From an optimization exercise on the open Yosys and OpenROAD flow, aimed at small area; shortcuts taken in it are not production practice.
The RTL was checked by simulation tests, not by an equivalence proof against the original design.
Power figures rest on the tool's default switching activity, not on a simulated workload.

--- design/flow/design.v ---
package snn_pkg;
	localparam int NUM_NEURONS = 16;	 
	localparam int NUM_ROWS = 8;		 
	localparam int DATA_W = 8;			 
	typedef logic signed [7:0] weight_t;
	typedef logic signed [11:0] sum_t;	 
	typedef logic [2:0] row_t;
	typedef logic [3:0] nidx_t;
	typedef logic [1:0] grp_code_t;		 
	typedef logic [3:0] block_id_t;
	typedef struct packed {
		logic valid;
		block_id_t id;
		grp_code_t grp;
		logic [3:0] rows_used;
		logic [5:0] outputs;
	} block_cfg_t;
	function automatic int group_size(grp_code_t code);
		group_size = 1 << code;
	endfunction
endpackage
`timescale 1ns/1ps
module weight_loader #(
	parameter int NEURONS = 16,
	parameter int ROWS = 8
) (
	input logic CLK,
	input logic RESET_N,
	input logic W_VALID,
	input snn_pkg::weight_t WEIGHT_IN,
	output logic W_REQUEST,
	output logic W_SET_DONE,
	output logic wr_en,
	output snn_pkg::row_t wr_row,
	output snn_pkg::nidx_t wr_neuron,
	output snn_pkg::weight_t wr_data
);
	logic last_wr;
	assign wr_en = W_VALID & ~W_SET_DONE;	 
	assign wr_data = WEIGHT_IN;
	assign last_wr = wr_en && (wr_neuron == snn_pkg::nidx_t'(NEURONS - 1))
		&& (wr_row == snn_pkg::row_t'(ROWS - 1));
	always_ff @(posedge CLK or negedge RESET_N) begin
		if (!RESET_N) begin
			wr_neuron <= '0;
			wr_row <= '0;
			W_SET_DONE <= 1'b0;
			W_REQUEST <= 1'b0;
		end else begin
			W_REQUEST <= ~(W_SET_DONE | last_wr);	 
			if (last_wr)
				W_SET_DONE <= 1'b1;
			if (wr_en) begin
				if (wr_neuron == snn_pkg::nidx_t'(NEURONS - 1)) begin
					wr_neuron <= '0;
					wr_row <= wr_row + 1'b1;
				end else begin
					wr_neuron <= wr_neuron + 1'b1;
				end
			end
		end
	end
endmodule
`timescale 1ns/1ps
module weight_mem #(
	parameter int NEURONS = 16,
	parameter int ROWS = 8
) (
	input logic CLK,
	input logic RESET_N,
	input logic wr_en,
	input snn_pkg::row_t wr_row,		 
	input snn_pkg::nidx_t wr_neuron,
	input snn_pkg::weight_t wr_data,
	input snn_pkg::row_t rd_row,
	output snn_pkg::weight_t [NEURONS-1:0] rd_weights
);
	localparam int HALF = NEURONS / 2;
	logic [2:0] ph;
	logic [2:0] ph1;
	logic [NEURONS-1:0][ROWS-1:0][7:0] ring;
	logic [HALF-1:0][7:0] pend;		 
	logic [NEURONS-1:0] ins;
	logic [ROWS-1:0] sel;			 
	assign ph1 = ph + 3'd1;
	always_ff @(posedge CLK) begin
		ph <= ph1;
	end
	always_comb begin
		logic hi;
		snn_pkg::row_t prow;
		for (int p = 0; p < HALF; p++) begin
			hi = (wr_neuron > 4'(p + HALF)) || (wr_neuron <= 4'(p));
			prow = (wr_neuron > 4'(p)) ? wr_row : wr_row - 3'd1;
			ins[p] = !hi && (prow == ph1);
			ins[p + HALF] = hi && (prow == ph1);
		end
	end
	always_ff @(posedge CLK) begin
		if (wr_en)
			pend[wr_neuron[2:0]] <= wr_data;
		for (int n = 0; n < NEURONS; n++) begin
			ring[n][0] <= ins[n] ? pend[n % HALF] : ring[n][ROWS-1];
			for (int k = 1; k < ROWS; k++)
				ring[n][k] <= ring[n][k-1];
		end
		for (int k = 0; k < ROWS; k++)
			sel[k] <= (3'(k) == ph1 - rd_row);
	end
	always_comb begin
		for (int n = 0; n < NEURONS; n++) begin
			rd_weights[n] = '0;
			for (int k = 0; k < ROWS; k++)
				rd_weights[n] |= ring[n][k] & {8{sel[k]}};
		end
	end
endmodule
`timescale 1ns/1ps
module front_ctrl #(
	parameter int BLOCK_ID = 0,
	parameter int NEURONS = 16
) (
	input logic CLK,
	input logic RESET_N,
	input snn_pkg::block_cfg_t CFG,
	input logic START,
	input logic EN,
	input logic [snn_pkg::DATA_W-1:0] DATA_IN,
	output snn_pkg::row_t rd_row,
	output logic [NEURONS-1:0] spikes,
	output logic acc_en,
	output logic clear,
	output logic FRONT_DONE,
	output snn_pkg::grp_code_t grp_code,
	output logic [5:0] outputs
);
	logic [3:0] rows_used_q;
	logic [3:0] beat_cnt;		 
	logic beat;
	logic v1;
	logic v1_last;
	logic [snn_pkg::DATA_W-1:0] d1;
	always_ff @(posedge CLK or negedge RESET_N) begin
		if (!RESET_N) begin
			grp_code <= '0;
			rows_used_q <= '0;
			outputs <= '0;
		end else if (CFG.valid && (CFG.id == snn_pkg::block_id_t'(BLOCK_ID))) begin
			grp_code <= CFG.grp;
			rows_used_q <= CFG.rows_used;
			outputs <= CFG.outputs;
		end
	end
	assign beat = EN & ~START & ~FRONT_DONE & (beat_cnt < rows_used_q);
	assign rd_row = snn_pkg::row_t'(beat_cnt);	 
	assign clear = START;
	assign acc_en = v1;
	always_ff @(posedge CLK or negedge RESET_N) begin
		if (!RESET_N) begin
			beat_cnt <= 4'd15;
			v1_last <= 1'b0;
			FRONT_DONE <= 1'b0;
		end else begin
			v1_last <= beat && (beat_cnt + 4'd1 == rows_used_q);
			if (START) begin
				beat_cnt <= '0;
				FRONT_DONE <= 1'b0;
			end else begin
				if (beat)
					beat_cnt <= beat_cnt + 4'd1;
				if (v1_last)
					FRONT_DONE <= 1'b1;	 
			end
		end
	end
	always_ff @(posedge CLK) begin
		v1 <= beat;
		d1 <= DATA_IN;	 
	end
	always_comb begin
		for (int i = 0; i < NEURONS; i++)
			spikes[i] = d1[i & (snn_pkg::group_size(grp_code) - 1)];
	end
endmodule
`timescale 1ns/1ps
module neuron_array #(
	parameter int NEURONS = 16
) (
	input logic CLK,
	input logic clear,
	input logic acc_en,
	input logic [NEURONS-1:0] spikes,
	input snn_pkg::weight_t [NEURONS-1:0] weights,
	output snn_pkg::sum_t [NEURONS-1:0] sums
);
	logic [NEURONS-1:0][11:0] addend;
	logic [NEURONS-1:0][11:0] nxt;
	logic [NEURONS-1:0][12:0] cy;
	always_comb begin
		for (int i = 0; i < NEURONS; i++) begin
			addend[i] = {{4{weights[i][7]}}, weights[i]} & {12{acc_en & spikes[i]}};
			cy[i][0] = 1'b0;
			for (int b = 0; b < 12; b++) begin
				nxt[i][b] = sums[i][b] ^ addend[i][b] ^ cy[i][b];
				cy[i][b+1] = (sums[i][b] & addend[i][b]) | (sums[i][b] & cy[i][b]) | (addend[i][b] & cy[i][b]);
			end
		end
	end
	always_ff @(posedge CLK) begin
		for (int i = 0; i < NEURONS; i++) begin
			if (clear)
				sums[i] <= '0;	 
			else
				sums[i] <= nxt[i];
		end
	end
endmodule
`timescale 1ns/1ps
module spike_readout #(
	parameter int NEURONS = 16
) (
	input logic CLK,
	input logic RESET_N,
	input logic REQUEST,
	input logic FRONT_DONE,
	input snn_pkg::sum_t [NEURONS-1:0] sums,
	input snn_pkg::grp_code_t grp_code,
	input logic [5:0] outputs,
	output logic OUT_SPIKE,
	output logic OUT_SPIKE_VALID,
	output logic BACK_DONE
);
	logic accept;
	logic [4:0] out_lim;
	logic [4:0] rem;				 
	logic seen;						 
	logic [NEURONS-1:0] res;		 
	logic [NEURONS-1:0] res_new;
	logic [NEURONS/2-1:0][12:0] s2;
	logic [NEURONS/4-1:0][13:0] s4;
	assign accept = REQUEST & FRONT_DONE;
	always_comb begin
		logic [4:0] max_out;
		max_out = 5'(NEURONS >> grp_code);
		out_lim = (outputs > 6'(max_out)) ? max_out : outputs[4:0];
	end
	logic [NEURONS/2-1:0][13:0] c2;
	logic [NEURONS/4-1:0][14:0] c4;
	logic [NEURONS/8-1:0][15:0] c8;
	logic [NEURONS/8-1:0] neg8;
	always_comb begin
		logic [12:0] a2, b2;
		logic [13:0] a4, b4;
		logic [14:0] a8, b8;
		for (int j = 0; j < NEURONS/2; j++) begin
			a2 = {sums[2*j][11], sums[2*j]};
			b2 = {sums[2*j+1][11], sums[2*j+1]};
			c2[j][0] = 1'b0;
			for (int b = 0; b < 13; b++) begin
				s2[j][b] = a2[b] ^ b2[b] ^ c2[j][b];
				c2[j][b+1] = (a2[b] & b2[b]) | (a2[b] & c2[j][b]) | (b2[b] & c2[j][b]);
			end
		end
		for (int j = 0; j < NEURONS/4; j++) begin
			a4 = {s2[2*j][12], s2[2*j]};
			b4 = {s2[2*j+1][12], s2[2*j+1]};
			c4[j][0] = 1'b0;
			for (int b = 0; b < 14; b++) begin
				s4[j][b] = a4[b] ^ b4[b] ^ c4[j][b];
				c4[j][b+1] = (a4[b] & b4[b]) | (a4[b] & c4[j][b]) | (b4[b] & c4[j][b]);
			end
		end
		for (int j = 0; j < NEURONS/8; j++) begin
			a8 = {s4[2*j][13], s4[2*j]};
			b8 = {s4[2*j+1][13], s4[2*j+1]};
			c8[j][0] = 1'b0;
			for (int b = 0; b < 14; b++)
				c8[j][b+1] = (a8[b] & b8[b]) | (a8[b] & c8[j][b]) | (b8[b] & c8[j][b]);
			neg8[j] = a8[14] ^ b8[14] ^ c8[j][14];
		end
		for (int j = 0; j < NEURONS; j++) begin
			if (j < NEURONS/8)
				res_new[j] = grp_code[1] ? (grp_code[0] ? ~neg8[j % (NEURONS/8)] : ~s4[j % (NEURONS/4)][13])
					: (grp_code[0] ? ~s2[j % (NEURONS/2)][12] : ~sums[j][11]);
			else if (j < NEURONS/4)
				res_new[j] = grp_code[1] ? ~s4[j % (NEURONS/4)][13]
					: (grp_code[0] ? ~s2[j % (NEURONS/2)][12] : ~sums[j][11]);
			else if (j < NEURONS/2)
				res_new[j] = grp_code[0] ? ~s2[j % (NEURONS/2)][12] : ~sums[j][11];
			else
				res_new[j] = ~sums[j][11];
		end
	end
	always_ff @(posedge CLK or negedge RESET_N) begin
		if (!RESET_N) begin
			rem <= '0;
			seen <= 1'b0;
		end else if (accept) begin
			rem <= out_lim;
			seen <= 1'b1;
		end else if (rem != '0) begin
			rem <= rem - 5'd1;
		end
	end
	always_ff @(posedge CLK) begin
		if (accept)
			res <= res_new;
		else
			res <= res >> 1;
	end
	assign OUT_SPIKE_VALID = (rem != '0);
	assign OUT_SPIKE = OUT_SPIKE_VALID & res[0];
	assign BACK_DONE = seen & (rem == '0);
endmodule
`timescale 1ns/1ps
module snn_block_top #(
	parameter int BLOCK_ID = 0,
	parameter int NEURONS = snn_pkg::NUM_NEURONS,
	parameter int ROWS = snn_pkg::NUM_ROWS
) (
	input logic CLK,
	input logic RESET_N,
	input logic [16:0] CFG,			 
	input logic W_VALID,
	input logic [7:0] WEIGHT_IN,		 
	output logic W_REQUEST,
	output logic W_SET_DONE,
	input logic START,
	input logic EN,
	input logic [snn_pkg::DATA_W-1:0] DATA_IN,
	input logic REQUEST,
	output logic FRONT_DONE,
	output logic OUT_SPIKE,
	output logic OUT_SPIKE_VALID,
	output logic BACK_DONE
);
	logic wr_en;
	snn_pkg::row_t wr_row;
	snn_pkg::nidx_t wr_neuron;
	snn_pkg::weight_t wr_data;
	snn_pkg::row_t rd_row;
	snn_pkg::weight_t [NEURONS-1:0] rd_weights;	 
	logic [NEURONS-1:0] spikes;
	logic acc_en;
	logic clear;
	snn_pkg::grp_code_t grp_code;
	logic [5:0] outputs;
	snn_pkg::sum_t [NEURONS-1:0] sums;
	weight_loader #(.NEURONS(NEURONS), .ROWS(ROWS)) i_loader (
		.CLK(CLK), .RESET_N(RESET_N), .W_VALID(W_VALID), .WEIGHT_IN(WEIGHT_IN),
		.W_REQUEST(W_REQUEST), .W_SET_DONE(W_SET_DONE), .wr_en(wr_en),
		.wr_row(wr_row), .wr_neuron(wr_neuron), .wr_data(wr_data)
	);
	weight_mem #(.NEURONS(NEURONS), .ROWS(ROWS)) i_mem (
		.CLK(CLK), .RESET_N(RESET_N), .wr_en(wr_en), .wr_row(wr_row),
		.wr_neuron(wr_neuron), .wr_data(wr_data), .rd_row(rd_row),
		.rd_weights(rd_weights)
	);
	front_ctrl #(.BLOCK_ID(BLOCK_ID), .NEURONS(NEURONS)) i_front (
		.CLK(CLK), .RESET_N(RESET_N), .CFG(CFG), .START(START), .EN(EN),
		.DATA_IN(DATA_IN), .rd_row(rd_row), .spikes(spikes), .acc_en(acc_en),
		.clear(clear), .FRONT_DONE(FRONT_DONE), .grp_code(grp_code), .outputs(outputs)
	);
	neuron_array #(.NEURONS(NEURONS)) i_neurons (
		.CLK(CLK), .clear(clear), .acc_en(acc_en),
		.spikes(spikes), .weights(rd_weights), .sums(sums)
	);
	spike_readout #(.NEURONS(NEURONS)) i_readout (
		.CLK(CLK), .RESET_N(RESET_N), .REQUEST(REQUEST), .FRONT_DONE(FRONT_DONE),
		.sums(sums), .grp_code(grp_code), .outputs(outputs), .OUT_SPIKE(OUT_SPIKE),
		.OUT_SPIKE_VALID(OUT_SPIKE_VALID), .BACK_DONE(BACK_DONE)
	);
endmodule
--- design/flow/run.sh ---
#!/bin/bash
# synth_recipe.tcl (not shown) runs the flow's synth.tcl, then flattens the netlist and writes it again
# the make line also repeats each setting of config.mk as NAME=value (left out here)
make -C /OpenROAD-flow-scripts/flow DESIGN_CONFIG=/design/flow/config.mk WORK_HOME=/design/flow/orfs CLKGATE_MAP_FILE= SYNTH_SCRIPT=/design/flow/synth_recipe.tcl finish
--- design/flow/config.mk ---
export PLATFORM = sky130hd
export DESIGN_NAME = snn_block_top
export DESIGN_NICKNAME = snn_block_top
export VERILOG_FILES = /design/flow/design.v
export SDC_FILE = /design/flow/constraint.sdc
export NUM_CORES = 4
export LEC_CHECK = 0
export CAP_MARGIN = 20
export CORE_MARGIN = 2
export CORE_UTILIZATION = 70
export CTS_BUF_LIST = sky130_fd_sc_hd__clkbuf_8
export CTS_CLUSTER_DIAMETER = 55
export CTS_CLUSTER_SIZE = 18
export SLEW_MARGIN = 20
--- design/flow/constraint.sdc ---
create_clock -name core_clock -period 25.0 [get_ports {CLK}]
set_input_delay 5.0000 -clock core_clock [delete_from_list [all_inputs] [get_ports {CLK}]]
set_output_delay 5.0000 -clock core_clock [all_outputs]
set_load 0.01 [all_outputs]
==> qor.csv, run 1 <==
stage,metric,value,unit
setup_path,arrival time worst endpoint,8.72,ns
sta,PnR worst setup slack,16.95,ns
placement,port buffer count,44,
cells_and_area,Filler Cells Inserted,4168,
synth,Post-synth EDFFs,64,
clocking,clock latency (worst-skew pair),0.75,ns
power,Leak,19.39,nW
clocking,setup bufs post-CTS,0,
hold_path,Hold Path Class,flop to flop,
setup_path,worst path cell trace,ha_1 -> fa_1 -> fa_1 -> fa_1 -> fa_1 -> fa_1 -> fa_1 -> fa_1 -> fa_1 -> fa_1 -> fa_1 -> inv_1 -> fa_1 -> fa_1 -> fa_1 -> ha_1 -> nor2_1 -> o221ai_1 -> a2111oi_0 -> mux2i_1 -> nand3_1,
detailed_routing,post-route ant nets,0,
synth,simple-gate area share of the yosys netlist,4.794,%
clocking,Num CTS Buffers,97,
synth,post-synthesis compound-gate area fraction,13.27,%
placement,Final Wtd Congestion,0.8664,
setup_path,Critical Path Source Type,flop,
sta,worst slew pin tran,1.076,ns
cells_and_area,fin cells,4499,
hold_path,HP Start,i_mem.ring[430],
floorplanning,num rows,94,
floorplanning,full die area,0.06905,mm²
setup_path,crit path from,i_neurons.sums[96],
setup_path,FF-to-FF Start,i_neurons.sums[96],
clocking,CTS sink cnt,1349,
sta,worst rel slew slack,27.97,%
synth,Post-Synth XOR/XNOR Area,1.158,%
clocking,clock-pin slew on the worst setup and hold paths,0.11,ns
sta,crit path time final,8.053,ns
setup_path,"CP delay by family, top",adder cells,
setup_path,Crit Path Category,flop to flop,
clocking,CTS root buffer,clkbuf_8,
setup_path,crit path buf inv count,1,
clocking,worst-case clock buffer depth,3,
run,Max Cap Viol,0,
sta,Final period util,32.21,%
setup_path,worst endpoint required time,25.66,ns
global_routing,vias in the first global route,30408,
detailed_routing,via-per-instance ratio,6.275,
placement,cell count after placement,4341,
placement,hpwl dp,77930,µm
clocking,hold_buf cts,0,
synth,synthesized area,0.04687,mm²
power,PD cells,104.1,mW/mm²
sta,Fin Clk Skew,0.04715,ns
setup_path,CP Max Fanout,3,
global_routing,GR Overflow Total,0,
synth,fraction of registers with async set or reset after synthesis,2.446,%
power,peak supply drop,0.00008058,V
cells_and_area,share of cells above drive strength 1,9.689,%
detailed_routing,drt pass-1 iters,5,
clocking,CTS tree,done,
synth,syn nets,3958,
synth,count of cell types in the netlist,65,
placement,Post-Place Cell Area,0.04809,mm²
clocking,post-CTS sizing,0,
sta,fmax,124.2,MHz
synth,#FFs+latches synth,1349,
placement,Place WS,16.99,ns
synth,Mapped Avg Cell Area,13.17,µm²
synth,sequential area share after synthesis,59.34,%
floorplanning,Die Ht,262.8,µm
cells_and_area,P&R area growth vs syn,6.892,%
setup_path,"Slowest-stage cell, CP",fa_1,
clocking,CTS H-tree lvls,3,
detailed_routing,DR iter-0 viols,2100,
synth,yosys warns,5,
sta,Final Setup Violations,0,
synth,largest family of logic cells by synthesized area,adder cells,
floorplanning,Die X,262.8,µm
synth,Synth Area in Adders,14.40,%
synth,"Primary FF master, synth",dfxtp_1,
cells_and_area,fin nets,3974,
setup_path,Most common cell on crit path,fa_1,
setup_path,max incr delay on CP,0.54,ns
global_routing,first-pass GRT wire length,180400,µm
global_routing,largest net degree at the start of global routing,119,
detailed_routing,drt wl/cell,25.67,µm
run_status,status,finished clean,
synth,Mapped Cells,3560,
floorplanning,Initial Util,71.04,%
detailed_routing,Vias,28232,
detailed_routing,DRC,0,
sta,RSZ-0062 raised after global routing,no,
detailed_routing,WL final,115500,µm
floorplanning,core area,0.06598,mm²
sta,final setup TNS,0,ns
floorplanning,I/O pin cnt,45,
synth,post-synthesis mux area share,3.902,%
cells_and_area,fin area,0.05011,mm²
global_routing,initial antenna violation count,1,
global_routing,Tot GR Track Use,34.03,%
sta,"Hold Vio Cnt, Final",0,
power,Pwr Total,5.214,mW
sta,pins over their slew limit,0,
setup_path,Setup crit end kind,flop,
[worst register-to-register path, stage by stage (launching register included)]
cell,delay (ns)
dfxtp_1,0.33
ha_1,0.21
fa_1,0.45
fa_1,0.46
fa_1,0.47
fa_1,0.47
fa_1,0.46
fa_1,0.50
fa_1,0.48
fa_1,0.47
fa_1,0.46
fa_1,0.54
inv_1,0.05
fa_1,0.43
fa_1,0.46
fa_1,0.45
ha_1,0.24
nor2_1,0.12
o221ai_1,0.14
a2111oi_0,0.54
mux2i_1,0.16
nand3_1,0.11
[sequential cells by signal, summed over array words and instances (netlist names), 2 cells and up]
| register | flops |
|---|---|
| i_mem.pend | 64 |
| i_front.d1 | 8 |
| i_mem.sel | 8 |
| i_neurons.sums | 192 |
| i_loader.wr_neuron | 4 |
| i_front.grp_code | 2 |
| i_front.rows_used_q | 4 |
| i_loader.wr_row | 3 |
| i_front.outputs | 6 |
| i_readout.res | 16 |
| i_front.beat_cnt | 4 |
| i_mem.ph | 3 |
| i_readout.rem | 5 |
| i_mem.ring | 1024 |
[cell type report]
cell class	count	area (µm²)	share of cell area, %
tap	864	1081	2.158
sequential	1349	27850	55.58
inverter	221	829.5	1.656
clock inverter	53	568.0	1.134
antenna	2	5.005	0.009989
timing repair buffer	81	739.5	1.476
multi-input combinational	1826	17620	35.16
clock buffer	103	1418	2.829
[per-stage QoR]
step | util [%] | hold WS, ns
after detailed placement | 72.89 | 0.3372
after floorplan | - | 0.3311
after CTS | 75.90 | 0.3267
final | 75.94 | 0.3306
after global placement | 72.89 | 0.3323
after global routing | 75.94 | 0.3357
[layer usage]
metal	global-route usage (%)	wire length, µm	vias to the layer above
met2	55.57	55090	1058
met4	14.66	4913	0
met1	45.84	48190	14420
li1	-	-	12513
met3	5.004	7310	241
met5	0	0	-
[logic make-up after synthesis]
family | count (synthesis)
DFF | 1349
AOI/OAI and AO/OA | 824
and+or+nand+nor | 427
buffers and inverters | 385
adders and majority gates | 359
muxes | 157
xor gates and xnor gates | 59
[final timing paths]
| check | to | slack (ns) | depth (start not counted) |
|---|---|---|---|
| setup / recovery | i_readout.res[1] | 16.95 | 21 |
| hold / removal | i_mem.ring[438] | 0.33 | 0 |
| setup reg to reg | i_readout.res[1] | 16.95 | 21 |
| hold reg to reg | i_mem.ring[438] | 0.33 | 0 |
| max in group asynchronous | i_loader.W_REQUEST | 20.04 | 1 |
| min in group asynchronous | i_loader.wr_neuron[0] | 4.40 | 1 |
[layout by cell type, fill, tap and decap left out, types with 17 or more instances in the layout]
master | Yosys | layout
o21ai_0 | 56 | 56
fa_1 | 301 | 301
clkbuf_8 | 1 | 103
a22o_1 | 147 | 147
edfxtp_1 | 64 | 64
nor2b_1 | 177 | 177
a41o_1 | 17 | 17
xnor2_1 | 33 | 33
clkdlybuf4s50_1 | 0 | 42
mux2_2 | 131 | 131
buf_4 | 1 | 35
nand2_1 | 86 | 85
a21oi_1 | 30 | 30
dfrtp_1 | 29 | 29
a31oi_1 | 104 | 101
dfxtp_1 | 1252 | 1244
nor2_1 | 89 | 89
nand3_1 | 20 | 20
xor2_1 | 24 | 24
ha_1 | 58 | 58
inv_1 | 221 | 235
a221oi_1 | 100 | 100
a22oi_1 | 320 | 320
[where the power goes]
group | leakage [nW] | internal, mW | total (mW) | switching, mW
logic | 7.00 | 0.372 | 0.832 | 0.460
registers | 11.3 | 2.81 | 3.20 | 0.392
clock network | 1.05 | 0.472 | 1.18 | 0.712
total | 19.4 | 3.65 | 5.21 | 1.56
[Yosys cell counts, drive strengths merged (20+ instances only)]
library cell	instances	share of area [%]
a22oi	320	5.1
o21ai	56	0.60
a21oi	30	0.32
inv	221	1.8
clkbuf	126	1.0
buf	38	0.33
nand2	86	0.69
edfxtp	64	4.1
dfrtp	29	1.5
nor2	90	0.74
nand3	20	0.21
dfxtp	1252	53
a31oi	104	1.4
fa	301	13
a221oi	100	1.9
ha	58	1.5
nor2b	177	2.4
mux2	142	3.5
xnor2	33	0.62
a22o	147	2.7
xor2	25	0.48
==> run 2, diff against run 1 <==
==> design/flow/flow/run.sh (new file) <==
#!/bin/bash
# The standard layout, with clock tree synthesis run without dummy loads.
set -euo pipefail
export CTS_ARGS="-sink_clustering_enable -repair_clock_nets -dont_use_dummy_load -buf_list sky130_fd_sc_hd__clkbuf_8 -sink_clustering_size 18 -sink_clustering_max_diameter 55"
bash standard.sh > standard.log 2>&1
==> design/flow/standard.sh (new file) <==
#!/bin/bash
# synth_recipe.tcl (not shown) runs the flow's synth.tcl, then flattens the netlist and writes it again
# the make line also repeats each setting of config.mk as NAME=value (left out here)
make -C /OpenROAD-flow-scripts/flow DESIGN_CONFIG=/design/flow/config.mk WORK_HOME=/design/flow/orfs CLKGATE_MAP_FILE= SYNTH_SCRIPT=/design/flow/synth_recipe.tcl "${@:-finish}"
removed: design/flow/run.sh
==> run 2 against run 1 <==
Effect of this change:
- area after synthesis is the same
- first-iteration DRC count rose by 1.4%
- utilization fell by 0.99 points
==> qor.csv, run 2 <==
stage,metric,value,unit,change
setup_path,worst path cell trace,ha_1 -> fa_1 -> fa_1 -> fa_1 -> fa_1 -> fa_1 -> fa_1 -> fa_1 -> fa_1 -> fa_1 -> fa_1 -> inv_1 -> fa_1 -> fa_1 -> fa_1 -> ha_1 -> nor2_1 -> o221ai_1 -> a2111oi_0 -> mux2i_1 -> nand3_1,,unchanged
cells_and_area,fin cells,4439,,was 4499
run_status,status,finished clean,,unchanged
synth,Synth Area in Adders,14.40,%,unchanged
synth,most frequent cell after synthesis,dfxtp_1,,unchanged
clocking,hold_buf cts,0,,unchanged
sta,Final period util,31.84,%,was 32.21%
setup_path,worst endpoint required time,25.62,ns,was 25.66 ns
sta,Final Setup Violations,0,,unchanged
power,Leak,19.03,nW,was 19.39 nW
synth,largest cells by area after synthesis,"dfxtp_1 53%, fa_1 13%, a22oi_1 5.1%, edfxtp_1 4.1%, mux2_2 3.1%",,unchanged
global_routing,Tot GR Track Use,33.94,%,was 34.03%
detailed_routing,metal2 WL,55190,µm,was 55090 µm
synth,count of cell types in the netlist,65,,unchanged
synth,Yosys top cell area share,53.47,%,unchanged
detailed_routing,DRC,0,,unchanged
placement,Final Wtd Congestion,0.8664,,unchanged
synth,largest area contributor in the netlist,dfxtp_1,,unchanged
global_routing,vias in the first global route,30252,,was 30408
setup_path,arrival time worst endpoint,8.58,ns,was 8.72 ns
cells_and_area,"leading cell type in the layout, fill and taps excluded",dfxtp_1,,unchanged
power,PD cells,101.4,mW/mm²,was 104.1 mW/mm²
clocking,CTS sink cnt,1349,,unchanged
clocking,post-CTS sizing,0,,unchanged
clocking,CTS H-tree lvls,3,,unchanged
synth,syn nets,3958,,unchanged
floorplanning,num rows,94,,unchanged
setup_path,CP Max Fanout,3,,unchanged
setup_path,max incr delay on CP,0.54,ns,about the same
detailed_routing,DRT met1 WL,47900,µm,was 48190 µm
synth,"Primary FF master, synth",dfxtp_1,,unchanged
synth,Post-synth EDFFs,64,,unchanged
placement,hpwl dp,77930,µm,unchanged
detailed_routing,via-per-instance ratio,6.312,,was 6.275
floorplanning,full die area,0.06905,mm²,unchanged
synth,sequential area share after synthesis,59.34,%,unchanged
synth,#FFs+latches synth,1349,,unchanged
clocking,Num CTS Buffers,97,,unchanged
sta,RSZ-0062 raised after global routing,no,,unchanged
placement,port buffer count,44,,unchanged
synth,Mapped Cells,3560,,unchanged
cells_and_area,fin nets,3974,,unchanged
floorplanning,core area,0.06598,mm²,unchanged
synth,synthesized area,0.04687,mm²,unchanged
synth,largest family of logic cells by synthesized area,adder cells,,unchanged
sta,fmax,125.6,MHz,was 124.2 MHz
synth,post-synthesis compound-gate area fraction,13.27,%,unchanged
setup_path,worst r2r path cells,21,,unchanged
cells_and_area,Top reg by flops,i_mem.ring,,unchanged
sta,Fin Clk Skew,0.09973,ns,was 0.04715 ns
cells_and_area,P&R area growth vs syn,5.499,%,was 6.892%
detailed_routing,WL final,114800,µm,was 115500 µm
floorplanning,Die Ht,262.8,µm,unchanged
global_routing,GR Overflow Total,0,,unchanged
global_routing,largest net degree at the start of global routing,119,,unchanged
synth,post-synthesis mux area share,3.902,%,unchanged
sta,pins over their slew limit,0,,unchanged
run,Max Cap Viol,0,,unchanged
setup_path,Setup crit end kind,flop,,unchanged
detailed_routing,Vias,28019,,was 28232
synth,yosys warns,5,,unchanged
sta,crit path time final,7.961,ns,was 8.053 ns
global_routing,first-pass GRT wire length,179700,µm,was 180400 µm
setup_path,"Slowest-stage cell, CP",fa_1,,unchanged
detailed_routing,post-route ant nets,0,,unchanged
clocking,worst-case clock buffer depth,3,,unchanged
clocking,CTS tree,done,,unchanged
sta,worst hold slack,0.2772,ns,was 0.3306 ns
hold_path,Hold Path Class,flop to flop,,unchanged
clocking,setup bufs post-CTS,0,,unchanged
sta,worst slew pin tran,1.082,ns,was 1.076 ns
floorplanning,Die X,262.8,µm,unchanged
global_routing,initial antenna violation count,1,,unchanged
detailed_routing,DR WL met3,7112,µm,was 7310 µm
cells_and_area,max reg flops,1024,,unchanged
setup_path,crit path buf inv count,1,,unchanged
clocking,clock-pin slew on the worst setup and hold paths,0.10,ns,was 0.11 ns
hold_path,hold depth,0,,unchanged
setup_path,stages on the worst setup path,21,,unchanged
synth,most frequent cells after synthesis,"1252 x dfxtp_1, 320 x a22oi_1, 301 x fa_1, 221 x inv_1, 177 x nor2b_1",,unchanged
cells_and_area,most frequent cells in the layout,"1244 x dfxtp_1, 320 x a22oi_1, 301 x fa_1",,unchanged
sta,final setup TNS,0,ns,unchanged
setup_path,"CP delay by family, top",adder cells,,unchanged
detailed_routing,top sig layer,met4,,unchanged
power,peak supply drop,0.00006866,V,was 0.00008058 V
placement,cell count after placement,4341,,unchanged
clocking,clock latency (worst-skew pair),0.75,ns,about the same
clocking,CTS root buffer,clkbuf_8,,unchanged
power,Pwr Total,5.014,mW,was 5.214 mW
detailed_routing,drt wl/cell,25.87,µm,was 25.67 µm
synth,Post-Synth XOR/XNOR Area,1.158,%,unchanged
floorplanning,Initial Util,71.04,%,unchanged
cells_and_area,share of cells above drive strength 1,8.618,%,was 9.689%
setup_path,Crit Path Category,flop to flop,,unchanged
sta,worst rel slew slack,27.61,%,was 27.97%
setup_path,Critical Path Source Type,flop,,unchanged
synth,Mapped Avg Cell Area,13.17,µm²,unchanged
synth,simple-gate area share of the yosys netlist,4.794,%,unchanged
synth,fraction of registers with async set or reset after synthesis,2.446,%,unchanged
cells_and_area,Final Util,74.95,%,was 75.94%
detailed_routing,drt pass-1 iters,6,,was 5
floorplanning,I/O pin cnt,45,,unchanged
setup_path,Most common cell on crit path,fa_1,,unchanged
sta,"Hold Vio Cnt, Final",0,,unchanged
detailed_routing,DR iter-0 viols,2129,,was 2100
[run 2: cell types whose count changed in the layout (fill, tap and decap cells not counted), sizes merged]
cell | previous run | this run
inv | 253 | 221
clkinv | 9 | 0
bufinv | 7 | 0
clkbuf | 103 | 97
clkinvlp | 5 | 0
diode | 2 | 1
[run 2: routing by layer]
layer | GRT usage (%) | vias to the layer above
met3 | 4.882 | 236
met4 | 14.03 | 0
met5 | 0 | -
li1 | - | 12445
met2 | 55.87 | 1019
met1 | 45.65 | 14319
[run 2: final cells by class]
| class | instances | area (µm²) |
|---|---|---|
| sequential | 1349 | 27850 |
| multi-input combinational | 1826 | 17620 |
| fill | 4255 | 16530 |
| clock buffer | 97 | 1335 |
| tap | 864 | 1081 |
| inverter | 221 | 829.5 |
| timing repair buffer | 81 | 739.5 |
| antenna | 1 | 2.502 |
[run 2: cells by family after synthesis]
logic type	count (synthesis)
flops	1349
compound gates	824
simple gates	427
buf+inv	385
fa+ha+maj	359
mux	157
xor+xnor	59
[run 2: power breakdown]
| group | leakage, nW | internal [mW] | total (mW) | switching, mW |
|---|---|---|---|---|
| registers | 11.3 | 2.81 | 3.20 | 0.391 |
| clock network | 0.697 | 0.347 | 0.987 | 0.640 |
| logic | 7.00 | 0.371 | 0.830 | 0.459 |
| total | 19.0 | 3.53 | 5.01 | 1.49 |
[run 2: per-stage QoR]
stage	area, µm²	worst slack (ns)
3_3_place_gp	48090	17.25
6_report	49450	17.04
3_5_place_dp	48090	16.99
2_1_floorplan	46880	17.52
5_1_grt	49450	16.58
4_1_cts	49430	16.99
[run 2: worst paths after layout]
check                                          from               endpoint  slack [ns]
worst min-delay path                i_mem.ring[239]        i_mem.ring[247]        0.28
worst max register to register  i_neurons.sums[144]       i_readout.res[1]       17.04
worst min register to register      i_mem.ring[239]        i_mem.ring[247]        0.28
worst max-delay path            i_neurons.sums[144]       i_readout.res[1]       17.04
min in group asynchronous                   RESET_N  i_loader.wr_neuron[1]        4.40
max in group asynchronous                   RESET_N       i_readout.rem[1]       20.02
==> run 3, diff against run 2 <==
==> design/flow/flow/run.sh (replaced) <==
#!/bin/bash
# The standard layout (standard.sh) with two changes that leave the
# registers as the standard synthesis makes them:
#  - ABC maps the logic with an area-recovering script (abc_map.script, used in
#    place of ORFS's abc_speed.script; every other ORFS script is unchanged);
#  - clock tree synthesis leaves out dummy loads and uses clkbuf_8 clusters.
# standard.sh's output goes to standard.log; ORFS keeps each step's log under
# orfs/logs/.
set -euo pipefail
cd "$(dirname "$0")/.."
rm -rf scripts_local
cp -r "$FLOW_HOME/scripts" scripts_local
cp flow/abc_map.script scripts_local/abc_speed.script
export SCRIPTS_DIR="$PWD/scripts_local"
export CTS_ARGS="-sink_clustering_enable -repair_clock_nets -dont_use_dummy_load -buf_list sky130_fd_sc_hd__clkbuf_8 -sink_clustering_size 18 -sink_clustering_max_diameter 55"
bash standard.sh > standard.log 2>&1
==> design/flow/flow/abc_map.script (new file) <==
&get -n
&st
&syn2
&dch -f
&nf -R 1000 -p -F 10 -A 6 -C 32
&put
==> run 3 against run 2 <==
Effect of this change:
- combinational power up 6.5%
- flip-flop and latch count unchanged
- worst setup slack worse by 0.11 ns
- critical path depth up 2
- sequential power up 4%
- clock skew down 0.023 ns
- count of clock-buffer cells in the layout down 7
- via count down 1.5%
- critical endpoint is now i_readout.res[0]
- largest cell class unchanged
==> qor.csv, run 3 <==
stage,metric,value,unit,change
clocking,setup bufs post-CTS,0,,unchanged
cells_and_area,"leading cell type in the layout, fill and taps excluded",dfxtp_1,,unchanged
detailed_routing,DRC,0,,unchanged
synth,largest cells by area after synthesis,"dfxtp_1 55%, fa_1 13%, a222oi_1 4.5%, edfxtp_1 4.2%, mux2_1 3.5%",,"was dfxtp_1 53%, fa_1 13%, a22oi_1 5.1%, edfxtp_1 4.1%, mux2_2 3.1%"
sta,pins over their slew limit,0,,unchanged
setup_path,worst endpoint required time,25.56,ns,was 25.62 ns
setup_path,worst path cell trace,ha_1 -> fa_1 -> fa_1 -> fa_1 -> fa_1 -> fa_1 -> fa_1 -> fa_1 -> fa_1 -> fa_1 -> fa_1 -> clkinv_1 -> fa_1 -> fa_1 -> fa_1 -> a22oi_1 -> o21ai_0 -> o21ai_0 -> clkinv_1 -> o21ai_0 -> a32oi_1 -> a211oi_1 -> nor2_1,,was ha_1 -> fa_1 -> fa_1 -> fa_1 -> fa_1 -> fa_1 -> fa_1 -> fa_1 -> fa_1 -> fa_1 -> fa_1 -> inv_1 -> fa_1 -> fa_1 -> fa_1 -> ha_1 -> nor2_1 -> o221ai_1 -> a2111oi_0 -> mux2i_1 -> nand3_1
synth,Mapped Avg Cell Area,13.91,µm²,was 13.17 µm²
hold_path,Hold Path Class,flop to flop,,unchanged
synth,yosys warns,5,,unchanged
global_routing,initial antenna violation count,2,,was 1
synth,most frequent cells after synthesis,"1252 x dfxtp_1, 301 x fa_1, 216 x clkinv_1, 205 x a222oi_1, 179 x nor2b_1",,"was 1252 x dfxtp_1, 320 x a22oi_1, 301 x fa_1, 221 x inv_1, 177 x nor2b_1"
sta,final setup TNS,0,ns,unchanged
cells_and_area,fin area,0.04853,mm²,was 0.04945 mm²
hold_path,hold depth,0,,unchanged
synth,Post-synth EDFFs,64,,unchanged
sta,fmax,123.9,MHz,was 125.6 MHz
clocking,post-CTS sizing,0,,unchanged
synth,count of cell types in the netlist,49,,was 65
synth,"Primary FF master, synth",dfxtp_1,,unchanged
cells_and_area,Top reg by flops,i_mem.ring,,unchanged
setup_path,max incr delay on CP,0.57,ns,was 0.54 ns
clocking,worst-case clock buffer depth,3,,unchanged
cells_and_area,P&R area growth vs syn,7.116,%,was 5.499%
cells_and_area,fin nets,3837,,was 3974
cells_and_area,Final Util,75.56,%,was 74.95%
global_routing,largest net degree at the start of global routing,81,,was 119
synth,most frequent cell after synthesis,dfxtp_1,,unchanged
clocking,CTS H-tree lvls,3,,unchanged
sta,PnR worst setup slack,16.93,ns,was 17.04 ns
global_routing,vias in the first global route,29312,,was 30252
setup_path,crit path buf inv count,2,,was 1
setup_path,stages on the worst setup path,23,,was 21
detailed_routing,DR iter-0 viols,3052,,was 2129
placement,hpwl dp,72430,µm,was 77930 µm
run,Max Cap Viol,0,,unchanged
floorplanning,num rows,93,,was 94
floorplanning,I/O pin cnt,45,,unchanged
synth,Mapped Cells,3257,,was 3560
synth,#FFs+latches synth,1349,,unchanged
hold_path,worst hold path endpoint,i_mem.ring[750],,was i_mem.ring[247]
cells_and_area,max reg flops,1024,,unchanged
floorplanning,Initial Util,70.54,%,was 71.04%
sta,Fin Clk Skew,0.07680,ns,was 0.09973 ns
clocking,CTS root buffer,clkbuf_8,,unchanged
detailed_routing,drt wl/cell,25.38,µm,was 25.87 µm
floorplanning,Die Ht,258.4,µm,was 262.8 µm
setup_path,Most common cell on crit path,fa_1,,unchanged
floorplanning,full die area,0.06678,mm²,was 0.06905 mm²
setup_path,Setup crit end kind,flop,,unchanged
placement,Place WS,16.99,ns,about the same
synth,sequential area share after synthesis,61.39,%,was 59.34%
global_routing,first-pass GRT wire length,171000,µm,was 179700 µm
detailed_routing,Vias,27593,,was 28019
setup_path,worst r2r path cells,23,,was 21
floorplanning,core area,0.06423,mm²,was 0.06598 mm²
synth,fraction of registers with async set or reset after synthesis,2.446,%,unchanged
detailed_routing,drt pass-1 iters,9,,was 6
setup_path,"Slowest-stage cell, CP",fa_1,,unchanged
sta,RSZ-0062 raised after global routing,no,,unchanged
placement,port buffer count,44,,unchanged
setup_path,CP Max Fanout,2,,was 3
clocking,clock-pin slew on the worst setup and hold paths,0.11,ns,was 0.10 ns
detailed_routing,via-per-instance ratio,6.424,,was 6.312
clocking,clock latency (worst-skew pair),0.74,ns,was 0.75 ns
sta,worst slew pin tran,1.151,ns,was 1.082 ns
run_status,status,finished clean,,unchanged
sta,"Hold Vio Cnt, Final",0,,unchanged
floorplanning,Die X,258.4,µm,was 262.8 µm
setup_path,FF-to-FF setup slack,16.93,ns,was 17.04 ns
setup_path,"CP delay by family, top",adder cells,,unchanged
power,Leak,18.56,nW,was 19.03 nW
synth,syn nets,3655,,was 3958
placement,Final Wtd Congestion,0.9165,,was 0.8664
sta,worst rel slew slack,23.08,%,was 27.61%
synth,synthesized area,0.04531,mm²,was 0.04687 mm²
setup_path,arrival time worst endpoint,8.63,ns,was 8.58 ns
setup_path,Crit Path Category,flop to flop,,unchanged
placement,Post-Place Cell Area,0.04728,mm²,was 0.04809 mm²
setup_path,FF-to-FF Start,i_neurons.sums[48],,was i_neurons.sums[144]
synth,largest area contributor in the netlist,dfxtp_1,,unchanged
sta,crit path time final,8.074,ns,was 7.961 ns
clocking,CTS tree,done,,unchanged
detailed_routing,post-route ant nets,0,,unchanged
clocking,Num CTS Buffers,90,,was 97
clocking,CTS sink cnt,1349,,unchanged
sta,Final Setup Violations,0,,unchanged
cells_and_area,share of cells above drive strength 1,4.655,%,was 8.618%
setup_path,Reg-to-Reg End,i_readout.res[0],,was i_readout.res[1]
setup_path,Critical Path Source Type,flop,,unchanged
detailed_routing,WL final,109000,µm,was 114800 µm
global_routing,GR Overflow Total,0,,unchanged
global_routing,Tot GR Track Use,33.52,%,was 33.94%
cells_and_area,most frequent cells in the layout,"1244 x dfxtp_1, 301 x fa_1, 216 x clkinv_1",,"was 1244 x dfxtp_1, 320 x a22oi_1, 301 x fa_1"
power,peak supply drop,0.00006702,V,was 0.00006866 V
clocking,hold_buf cts,0,,unchanged
sta,Final period util,32.29,%,was 31.84%
hold_path,HP Start,i_mem.ring[742],,was i_mem.ring[239]
power,PD cells,106.6,mW/mm²,was 101.4 mW/mm²
synth,Yosys top cell area share,55.32,%,was 53.47%
-- run 3: changes by cell type after synthesis, sizes merged, moves of 34 or more --
cell / previous run / this run
clkbuf: 126 / 0
nand2: 86 / 120
a22o: 147 / 93
a221oi: 100 / 49
a222oi: 0 / 205
inv: 221 / 0
a22oi: 320 / 100
buf: 38 / 0
clkinv: 0 / 216
-- run 3: area by class of cell --
type	count	area, µm²
Multi-Input combinational cell	1692	16730
Timing Repair Buffer	90	832.0
Tap cell	855	1070
Fill cell	4139	15700
Clock buffer	90	1239
Sequential cell	1349	27850
Antenna cell	3	7.507
Inverter	216	810.8
-- run 3: cells by family (layout without fill, tap and decap cells) --
family                   Yosys count  in the layout  synth area share [%]
multiplexers                     143            143                 3.543
AND/OR/NAND/NOR                  436            436                 4.907
XOR/XNOR                          53             53                 1.024
other                              0              3                     0
AO/OA/AOI/OAI                    701            701                 12.44
flip-flops                      1349           1349                 61.39
buffers and inverters            216            396                 1.789
adder cells (fa/ha/maj)          359            359                 14.90
-- run 3: metal layers --
metal	track usage (%)	part of all wire (%)	vias up	wire length (µm)
met5	0	0	-	0
met3	5.497	7.8	246	8537
met2	53.19	47	1243	50700
met4	12.14	3.7	0	4086
li1	-	-	12094	-
met1	47.27	42	14010	45680
-- run 3: through the flow --
| stage | power [mW] | instances | hold slack (ns) |
|---|---|---|---|
| 2_1_floorplan | 3.774 | 3257 | 0.3298 |
| 3_3_place_gp | 4.147 | 4202 | 0.3321 |
| 3_5_place_dp | 4.223 | 4202 | 0.3352 |
| 4_1_cts | 5.162 | 4292 | 0.3142 |
| 5_1_grt | 5.399 | 4294 | 0.3186 |
| 6_report | 5.172 | 4295 | 0.3237 |
-- run 3: how the worst max path moves through the flow --
| stage | startpoint | end |
|---|---|---|
| 3_5_place_dp | i_neurons.sums[48] | i_readout.res[0] |
| 3_3_place_gp | i_neurons.sums[48] | i_readout.res[0] |
| 2_1_floorplan | W_VALID | i_loader.wr_row[2] |
| 5_1_grt | i_neurons.sums[48] | i_readout.res[0] |
| 6_report | i_neurons.sums[48] | i_readout.res[0] |
| 4_1_cts | i_neurons.sums[48] | i_readout.res[0] |
-- run 3: where the power goes --
part / switching (mW) / internal, mW / total [mW]
Sequential: 0.419 / 2.92 / 3.33
Clock: 0.630 / 0.324 / 0.954
Combinational: 0.519 / 0.365 / 0.884
Total: 1.57 / 3.60 / 5.17
==> run 4, diff against run 3 <==
--- a/design/flow/design.v
+++ b/design/flow/design.v
@@ -83,17 +83,21 @@
 	logic [NEURONS-1:0] ins;
 	logic [ROWS-1:0] sel;			 
 	assign ph1 = ph + 3'd1;
-	always_ff @(posedge CLK) begin
-		ph <= ph1;
+	always_ff @(posedge CLK or negedge RESET_N) begin
+		if (!RESET_N)
+			ph <= '0;
+		else
+			ph <= ph1;
 	end
 	always_comb begin
 		logic hi;
-		snn_pkg::row_t prow;
+		logic hit_cur, hit_prev;
+		hit_cur = (wr_row == ph1);
+		hit_prev = (wr_row - 3'd1 == ph1);
 		for (int p = 0; p < HALF; p++) begin
 			hi = (wr_neuron > 4'(p + HALF)) || (wr_neuron <= 4'(p));
-			prow = (wr_neuron > 4'(p)) ? wr_row : wr_row - 3'd1;
-			ins[p] = !hi && (prow == ph1);
-			ins[p + HALF] = hi && (prow == ph1);
+			ins[p] = !hi && hit_cur;
+			ins[p + HALF] = hi && ((wr_neuron > 4'(p)) ? hit_cur : hit_prev);
 		end
 	end
 	always_ff @(posedge CLK) begin
@@ -256,27 +260,32 @@
 			a2 = {sums[2*j][11], sums[2*j]};
 			b2 = {sums[2*j+1][11], sums[2*j+1]};
 			c2[j][0] = 1'b0;
-			for (int b = 0; b < 13; b++) begin
+			for (int b = 0; b < 12; b++) begin
 				s2[j][b] = a2[b] ^ b2[b] ^ c2[j][b];
 				c2[j][b+1] = (a2[b] & b2[b]) | (a2[b] & c2[j][b]) | (b2[b] & c2[j][b]);
 			end
+			s2[j][12] = (a2[11] & b2[11]) | (a2[11] & s2[j][11]) | (b2[11] & s2[j][11]);
+			c2[j][13] = 1'b0;
 		end
 		for (int j = 0; j < NEURONS/4; j++) begin
 			a4 = {s2[2*j][12], s2[2*j]};
 			b4 = {s2[2*j+1][12], s2[2*j+1]};
 			c4[j][0] = 1'b0;
-			for (int b = 0; b < 14; b++) begin
+			for (int b = 0; b < 13; b++) begin
 				s4[j][b] = a4[b] ^ b4[b] ^ c4[j][b];
 				c4[j][b+1] = (a4[b] & b4[b]) | (a4[b] & c4[j][b]) | (b4[b] & c4[j][b]);
 			end
+			s4[j][13] = (a4[12] & b4[12]) | (a4[12] & s4[j][12]) | (b4[12] & s4[j][12]);
+			c4[j][14] = 1'b0;
 		end
 		for (int j = 0; j < NEURONS/8; j++) begin
 			a8 = {s4[2*j][13], s4[2*j]};
 			b8 = {s4[2*j+1][13], s4[2*j+1]};
 			c8[j][0] = 1'b0;
-			for (int b = 0; b < 14; b++)
+			for (int b = 0; b < 13; b++)
 				c8[j][b+1] = (a8[b] & b8[b]) | (a8[b] & c8[j][b]) | (b8[b] & c8[j][b]);
-			neg8[j] = a8[14] ^ b8[14] ^ c8[j][14];
+			neg8[j] = (a8[13] & b8[13]) | (a8[13] & ~c8[j][13]) | (b8[13] & ~c8[j][13]);
+			c8[j][15:14] = 2'b00;
 		end
 		for (int j = 0; j < NEURONS; j++) begin
 			if (j < NEURONS/8)
==> design/flow/run.sh (new file) <==
#!/bin/bash
# synth_recipe.tcl (not shown) runs the flow's synth.tcl, then flattens the netlist and writes it again
# the make line also repeats each setting of config.mk as NAME=value (left out here)
make -C /OpenROAD-flow-scripts/flow DESIGN_CONFIG=/design/flow/config.mk WORK_HOME=/design/flow/orfs CLKGATE_MAP_FILE= SYNTH_SCRIPT=/design/flow/synth_recipe.tcl finish
removed: design/flow/flow/run.sh
removed: design/flow/flow/abc_map.script
removed: design/flow/standard.sh
==> run 4 against run 3 <==
Effect of this change:
- largest cell class unchanged
- total power is 4.4% lower
- register-to-register slack better by 0.21 ns
- flip-flop and latch count stayed put
==> qor.csv, run 4 <==
stage,metric,value,unit,change
sta,fmax,127.2,MHz,was 123.9 MHz
setup_path,worst endpoint required time,25.68,ns,was 25.56 ns
cells_and_area,Final Util,75.56,%,about the same
cells_and_area,fin nets,3943,,was 3837
clocking,worst-case clock buffer depth,3,,unchanged
global_routing,largest net degree at the start of global routing,118,,was 81
synth,fraction of registers with async set or reset after synthesis,2.669,%,was 2.446%
synth,#FFs+latches synth,1349,,unchanged
cells_and_area,fin area,0.04977,mm²,was 0.04853 mm²
detailed_routing,DR iter-0 viols,2459,,was 3052
clocking,CTS root buffer,clkbuf_8,,unchanged
clocking,CTS H-tree lvls,3,,unchanged
clocking,hold_buf cts,0,,unchanged
clocking,CTS sink cnt,1349,,unchanged
synth,most frequent cells after synthesis,"1249 x dfxtp_1, 325 x a22oi_1, 297 x fa_1, 224 x inv_1, 173 x nor2b_1",,"was 1252 x dfxtp_1, 301 x fa_1, 216 x clkinv_1, 205 x a222oi_1, 179 x nor2b_1"
synth,Mapped Cells,3535,,was 3257
placement,Final Wtd Congestion,0.8725,,was 0.9165
floorplanning,core area,0.06586,mm²,was 0.06423 mm²
detailed_routing,DRC,0,,unchanged
sta,final setup TNS,0,ns,unchanged
floorplanning,I/O pin cnt,45,,unchanged
setup_path,CP Max Fanout,2,,unchanged
synth,"Primary FF master, synth",dfxtp_1,,unchanged
power,peak supply drop,0.00007385,V,was 0.00006702 V
synth,most frequent cell after synthesis,dfxtp_1,,unchanged
synth,synthesized area,0.04672,mm²,was 0.04531 mm²
detailed_routing,drt pass-1 iters,5,,was 9
sta,Final period util,31.45,%,was 32.29%
power,combinational share of power,16.9,%,was 17.1%
synth,sequential area share after synthesis,59.57,%,was 61.39%
cells_and_area,share of cells above drive strength 1,9.598,%,was 4.655%
clocking,clock-pin slew on the worst setup and hold paths,0.11,ns,about the same
detailed_routing,post-route ant nets,0,,unchanged
floorplanning,Initial Util,70.94,%,was 70.54%
power,switching pwr,1.459,mW,was 1.568 mW
setup_path,Setup crit end kind,flop,,unchanged
synth,Yosys top cell area share,53.52,%,was 55.32%
clocking,CTS tree,done,,unchanged
cells_and_area,"leading cell type in the layout, fill and taps excluded",dfxtp_1,,unchanged
clocking,clock latency (worst-skew pair),0.74,ns,about the same
power,PD cells,99.31,mW/mm²,was 106.6 mW/mm²
detailed_routing,Vias,28157,,was 27593
run,Max Cap Viol,0,,unchanged
clocking,post-CTS sizing,0,,unchanged
clocking,Num CTS Buffers,90,,unchanged
global_routing,vias in the first global route,29708,,was 29312
cells_and_area,P&R area growth vs syn,6.521,%,was 7.116%
synth,largest area contributor in the netlist,dfxtp_1,,unchanged
synth,syn nets,3929,,was 3655
global_routing,Tot GR Track Use,33.43,%,was 33.52%
cells_and_area,Top reg by flops,i_mem.ring,,unchanged
setup_path,arrival time worst endpoint,8.54,ns,was 8.63 ns
hold_path,Hold Path Class,flop to flop,,unchanged
sta,Final Setup Violations,0,,unchanged
cells_and_area,most frequent cells in the layout,"1241 x dfxtp_1, 325 x a22oi_1, 297 x fa_1",,"was 1244 x dfxtp_1, 301 x fa_1, 216 x clkinv_1"
synth,Mapped Avg Cell Area,13.22,µm²,was 13.91 µm²
placement,port buffer count,44,,unchanged
detailed_routing,via-per-instance ratio,6.299,,was 6.424
sta,"Hold Vio Cnt, Final",0,,unchanged
setup_path,Crit Path Category,flop to flop,,unchanged
sta,crit path time final,7.861,ns,was 8.074 ns
power,Clk pwr share,21.8,%,was 18.4%
power,Reg power frac,61.3,%,was 64.5%
global_routing,initial antenna violation count,4,,was 2
global_routing,GR Overflow Total,0,,unchanged
detailed_routing,WL final,114900,µm,was 109000 µm
setup_path,Critical Path Source Type,flop,,unchanged
synth,count of cell types in the netlist,73,,was 49
power,Leak,19.47,nW,was 18.56 nW
sta,pins over their slew limit,0,,unchanged
run_status,status,finished clean,,unchanged
power,P_int,3.483,mW,was 3.605 mW
placement,hpwl dp,76520,µm,was 72430 µm
sta,worst hold slack,0.3359,ns,was 0.3237 ns
floorplanning,num rows,94,,was 93
sta,worst slew pin tran,1.219,ns,was 1.151 ns
detailed_routing,drt wl/cell,25.71,µm,was 25.38 µm
clocking,setup bufs post-CTS,0,,unchanged
floorplanning,full die area,0.06883,mm²,was 0.06678 mm²
synth,Post-synth EDFFs,64,,unchanged
floorplanning,Die X,262.4,µm,was 258.4 µm
cells_and_area,max reg flops,1024,,unchanged
synth,yosys warns,5,,unchanged
sta,worst rel slew slack,18.38,%,was 23.08%
global_routing,first-pass GRT wire length,176700,µm,was 171000 µm
sta,RSZ-0062 raised after global routing,no,,unchanged
placement,Post-Place Cell Area,0.04803,mm²,was 0.04728 mm²
synth,largest cells by area after synthesis,"dfxtp_1 54%, fa_1 13%, a22oi_1 5.2%, edfxtp_1 4.1%, mux2_2 3.2%",,"was dfxtp_1 55%, fa_1 13%, a222oi_1 4.5%, edfxtp_1 4.2%, mux2_1 3.5%"
power,Switching Share,29.53,%,was 30.31%
sta,Fin Clk Skew,0.04048,ns,was 0.07680 ns
floorplanning,Die Ht,262.4,µm,was 258.4 µm
## run 4: changes by cell type after synthesis, sizes merged, moves of 40 or more
cell	previous run	this run
clkbuf	0	128
a221oi	49	98
buf	0	40
inv	0	224
a222oi	205	2
a22o	93	144
a22oi	100	325
clkinv	216	0
nand2	120	71
## run 4: per-layer routing
layer	vias up	GRT usage [%]	routed length [µm]
met1	14440	45.80	48160
met4	0	13.39	4864
met2	1047	54.47	54170
met3	230	4.573	7704
li1	12440	-	-
met5	-	0	0
## run 4: worst max-delay path, cell delays in order (launching register included)
cell,delay (ns)
dfxtp_1,0.34
ha_1,0.22
fa_1,0.47
fa_1,0.46
fa_1,0.46
fa_1,0.48
fa_1,0.46
fa_1,0.57
fa_1,0.49
fa_1,0.47
fa_1,0.47
fa_1,0.46
fa_1,0.51
fa_1,0.45
fa_1,0.52
nand2b_1,0.13
o21ai_0,0.12
a211o_1,0.28
or3_1,0.31
a21oi_1,0.15
## run 4: final cells by class
| type | instances | area (µm²) |
|---|---|---|
| repair buffers | 90 | 819.5 |
| multi-input cells | 1794 | 17460 |
| clock inverters | 52 | 379.1 |
| clock buffers | 96 | 1321 |
| well taps | 864 | 1081 |
| inverters | 224 | 840.8 |
| diodes | 1 | 2.502 |
| flip-flops and latches | 1349 | 27860 |
| fillers | 4214 | 16100 |
## run 4: power groups by stage
stage / Clock [mW] / Sequential [mW] / Combinational (mW)
6_report: 1.08 / 3.03 / 0.835
5_1_grt: 1.17 / 3.08 / 0.896
3_3_place_gp: 0 / 3.03 / 0.791
4_1_cts: 1.09 / 3.02 / 0.824
2_1_floorplan: 0 / 2.94 / 0.577
3_5_place_dp: 0 / 3.06 / 0.817
## run 4: kinds of logic (layout without fill, tap and decap cells)
family / Yosys count / in the layout / share of synthesized area (%)
xor+xnor: 50 / 50 / 0.9721
other cells: 0 / 1 / 0
simple gates: 401 / 401 / 4.646
buf+inv: 392 / 462 / 3.160
mux: 156 / 156 / 3.811
fa+ha+maj: 356 / 356 / 14.30
flops: 1349 / 1349 / 59.57
compound gates: 831 / 831 / 13.54
## run 4: final timing paths
check / startpoint / endpoint / slack (ns) / cells past startpoint
hold / removal: i_mem.ring[13] / i_mem.ring[21] / 0.34 / 0
hold reg to reg: i_mem.ring[13] / i_mem.ring[21] / 0.34 / 0
max in group asynchronous: RESET_N / i_front.beat_cnt[1] / 20.27 / 2
setup / recovery: i_neurons.sums[144] / i_readout.res[1] / 17.14 / 19
setup reg to reg: i_neurons.sums[144] / i_readout.res[1] / 17.14 / 19
min in group asynchronous: RESET_N / i_readout.seen / 4.16 / 1
## run 4: stage by stage
stage / power [mW] / setup WS [ns] / std cells
after floorplan: 3.513 / 17.59 / 3535
after global placement: 3.818 / 17.19 / 4320
after detailed placement: 3.879 / 17.13 / 4320
after CTS: 4.933 / 17.08 / 4468
after global routing: 5.144 / 16.85 / 4470
final: 4.943 / 17.14 / 4470

port drivers added, routing unchanged:
No port has a modelled driver above. Below, the same layouts with a new extraction and two added sets of constraints. Step 1 sets driving cells, clkbuf_16 on the clock port and buf_2 on the other inputs (assumed; they add their load-dependent delay and slew). Step 2 times the ports against the registers' clock, not the clock port: input delays grow and output delays shrink by t, the midpoint of the rising clock arrivals with the driver on. Three values: ideal, step 1, step 2; two values: the first two.
run	t (ns)	slack for setup (ns)	hold slack, ns
run 1	0.786	16.947 / 16.947 / 16.947	0.331 / 0.331 / 0.331
run 2	0.762	17.039 / 17.039 / 17.039	0.277 / 0.277 / 0.277
run 3	0.769	16.926 / 16.926 / 16.926	0.324 / 0.324 / 0.324
run 4	0.787	17.139 / 17.139 / 17.139	0.336 / 0.336 / 0.336
After both steps every run listed still meets setup and hold.
